From an optimization exercise on the open Yosys and OpenROAD flow, aimed at small area and few clock cycles; shortcuts taken in it are not production practice.
The RTL was checked by simulation tests, not by an equivalence proof against the original design.

Setup of run a:
Design galvo_shape_point_generator, start of the top module:
module galvo_shape_point_generator #(
    parameter int POINTS_PER_SHAPE = gspg_pkg::GSPG_POINTS_DEFAULT
) (
    input  logic        i_clk,
    input  logic        i_rst_n,
    input  logic        s_axis_tvalid,
    output logic        s_axis_tready,
    input  logic [7:0]  s_axis_tdata,   
    output logic        m_axis_tvalid,
    input  logic        m_axis_tready,
    output logic [47:0] m_axis_tdata,   
    input  logic        psel,
    input  logic        penable,
    input  logic        pwrite,
    input  logic [2:0]  paddr,
    input  logic [31:0] pwdata,
    output logic [31:0] prdata,
    output logic        pready
);
==> flow/config.mk <==
export PLATFORM = sky130hd
export DESIGN_NAME = galvo_shape_point_generator
export DESIGN_NICKNAME = galvo_shape_point_generator
export VERILOG_FILES = /design/flow/design.v
export SDC_FILE = /design/flow/constraint.sdc
export NUM_CORES = 4
export LEC_CHECK = 0
export CAP_MARGIN = 5
export CORE_MARGIN = 2
export CORE_UTILIZATION = 40
export PLACE_DENSITY = 0.45
export SLEW_MARGIN = 5
export SYNTH_HIERARCHICAL = 1
==> flow/constraint.sdc <==
create_clock -name core_clock -period 11.5 [get_ports {i_clk}]
set_input_delay 2.3000 -clock core_clock [delete_from_list [all_inputs] [get_ports {i_clk}]]
set_output_delay 2.3000 -clock core_clock [all_outputs]
set_load 0.01 [all_outputs]
standard.sh (not shown) runs the stock make flow with config.mk's settings and CLKGATE_MAP_FILE= SYNTH_SCRIPT=/design/flow/synth_recipe.tcl, a recipe that flattens the netlist after the stock synthesis.
==> flow/flow/run.sh <==
#!/bin/bash
# Layout: the standard flow (standard.sh), with the port buffers that global placement
# inserts made of the smallest buffer cell (sky130_fd_sc_hd__buf_1) instead of the default
# choice. The flow's output goes to standard.log; ORFS's own logs are under orfs/logs.
set -o pipefail
export BUFFER_PORTS_ARGS="-buffer_cell sky130_fd_sc_hd__buf_1"
bash standard.sh > standard.log 2>&1
Run a finished every step from synthesis to the final layout, and the layout passed the timing, design-rule and antenna checks.
Testbench counts of run a, summed over its fixed seeds: cycles 24,078.
The inputs of run b differ from those of run a as listed below.
- swapping 5 for 20 in CAP_MARGIN
- swapping 5 for 20 in SLEW_MARGIN
==> flow/flow/run.sh <==
#!/bin/bash
set -o pipefail
export BUFFER_PORTS_ARGS="-buffer_cell sky130_fd_sc_hd__buf_1"
export PRE_GLOBAL_PLACE_TCL="$PWD/flow/pre_gpl.tcl"
bash standard.sh > standard.log 2>&1
==> flow/flow/pre_gpl.tcl (new file) <==
# Buffers that timing-driven global placement inserts: the smaller sizes only.
set_dont_use [get_lib_cells {sky130_fd_sc_hd__buf_4 sky130_fd_sc_hd__buf_6 sky130_fd_sc_hd__buf_8 sky130_fd_sc_hd__buf_12 sky130_fd_sc_hd__buf_16}]
==> comparison <==
Worst setup path startpoint = u_back.r_m_x[2]$_DFF_P_: run b; worst setup path startpoint = u_amp.r_amp[4]$_SDFFE_PN1N_: run a
Relative to run a, run b degrades final area.
| wire length | run a vs run b | ≈ equal |
Cell count ended up 14 lower on run b than on run a.

---

red:
Starting RTL as in the previous note.
==> flow/config.mk <==
export PLATFORM = sky130hd
export DESIGN_NAME = galvo_shape_point_generator
export DESIGN_NICKNAME = galvo_shape_point_generator
export VERILOG_FILES = /design/flow/design.v
export SDC_FILE = /design/flow/constraint.sdc
export NUM_CORES = 4
export LEC_CHECK = 0
export CAP_MARGIN = 20
export CORE_MARGIN = 2
export CORE_UTILIZATION = 55
export PLACE_DENSITY = 0.8
export SLEW_MARGIN = 20
export SYNTH_HIERARCHICAL = 1
==> flow/constraint.sdc <==
create_clock -name core_clock -period 11.5 [get_ports {i_clk}]
set_input_delay 2.3000 -clock core_clock [delete_from_list [all_inputs] [get_ports {i_clk}]]
set_output_delay 2.3000 -clock core_clock [all_outputs]
set_load 0.01 [all_outputs]
==> flow/flow/run.sh <==
#!/bin/bash
# Layout: the standard flow (standard.sh), with the port buffers that global placement
# inserts made of the smallest buffer cell (sky130_fd_sc_hd__buf_1) instead of the default
# choice. The flow's output goes to standard.log; ORFS's own logs are under orfs/logs.
set -o pipefail
export BUFFER_PORTS_ARGS="-buffer_cell sky130_fd_sc_hd__buf_1"
bash standard.sh > standard.log 2>&1
Testbench counts of red, summed over its fixed seeds: cycles 24,078.
For blue, these inputs were changed with respect to red:
- a change of PLACE_DENSITY from 0.8 to 0.65
Notes after the runs:
Against red as the reference, blue delivers a lower source-to-sink clock delay at the later pin of the worst-skew pair. As far as non-clock buffer area fraction after layout is concerned, blue and red perform about the same. As far as number of max-slew violations in the final report goes, red and blue are indistinguishable; the numbers are identical. From red to blue the numbers moved as follows: detailed-route wire length now sits at about the same level; post-layout minimum cycle time now sits higher. blue: no failed stages, no open violations at the end. When blue is set beside red, its final worst-path setup slack turns out to be 0.057 ns smaller.

---

galvo_shape_point_generator again, from the RTL that the note above started with.
clock: 11.5 ns
lec_check: 0
cap_margin: 20
core_margin: 2
core_utilization: 40
place_density: 0.65
slew_margin: 20
synth_hierarchical: 1
Scripts as last shown in full above: flow/flow/run.sh
The baseline went through all stages and came out clean.
Testbench counts at the start, summed over its fixed seeds: cycles 24,078.
Next try:
- PLACE_DENSITY: 0.65 -> 0.45
Cell count is higher slightly.
Synthesized cell count does not change.
Via count decreases by a few percent.
Hold slack gets worse by 0.020 ns.
Die area stays the same.
Design area is higher slightly.
Clock-buffer cell count does not change.
Routed wire length grows by a few percent.
Utilization is higher by 0.36 points.
Non-clock buffer count rose by 24.

## what the ideal ports hide
In the flow no input, the clock included, has a driving cell. The finished layouts below were timed again as built, in two steps. Step 1: set_driving_cell puts a clkbuf_16 on i_clk and a buf_2 on each other input, an assumption about the parent block. Step 2 moves the port delays by t, midway between the first and last clock arrival at a register: inputs arrive t later, outputs are due t later. That takes back most of the time a late clock gives input paths. Three values: ideal, step 1, step 2; two values: the first two.
| run | shift t [ns] | setup slack, ns | worst register clock-pin slew, ns |
|---|---|---|---|
| run a | 0.455 | 0.430 / 0.372 / 0.826 | 0.10 / 0.10 |
| run b | 0.448 | 0.435 / 0.380 / 0.828 | 0.10 / 0.10 |
| red | 0.435 | 0.459 / 0.406 / 0.842 | 0.10 / 0.10 |
| blue | 0.418 | 0.402 / 0.353 / 0.771 | 0.08 / 0.08 |
| the first run of note 3 | 0.426 | 0.487 / 0.438 / 0.864 | 0.09 / 0.09 |
| the second run of note 3 | 0.454 | 0.520 / 0.463 / 0.916 | 0.10 / 0.10 |
After both steps every run listed still meets setup and hold.
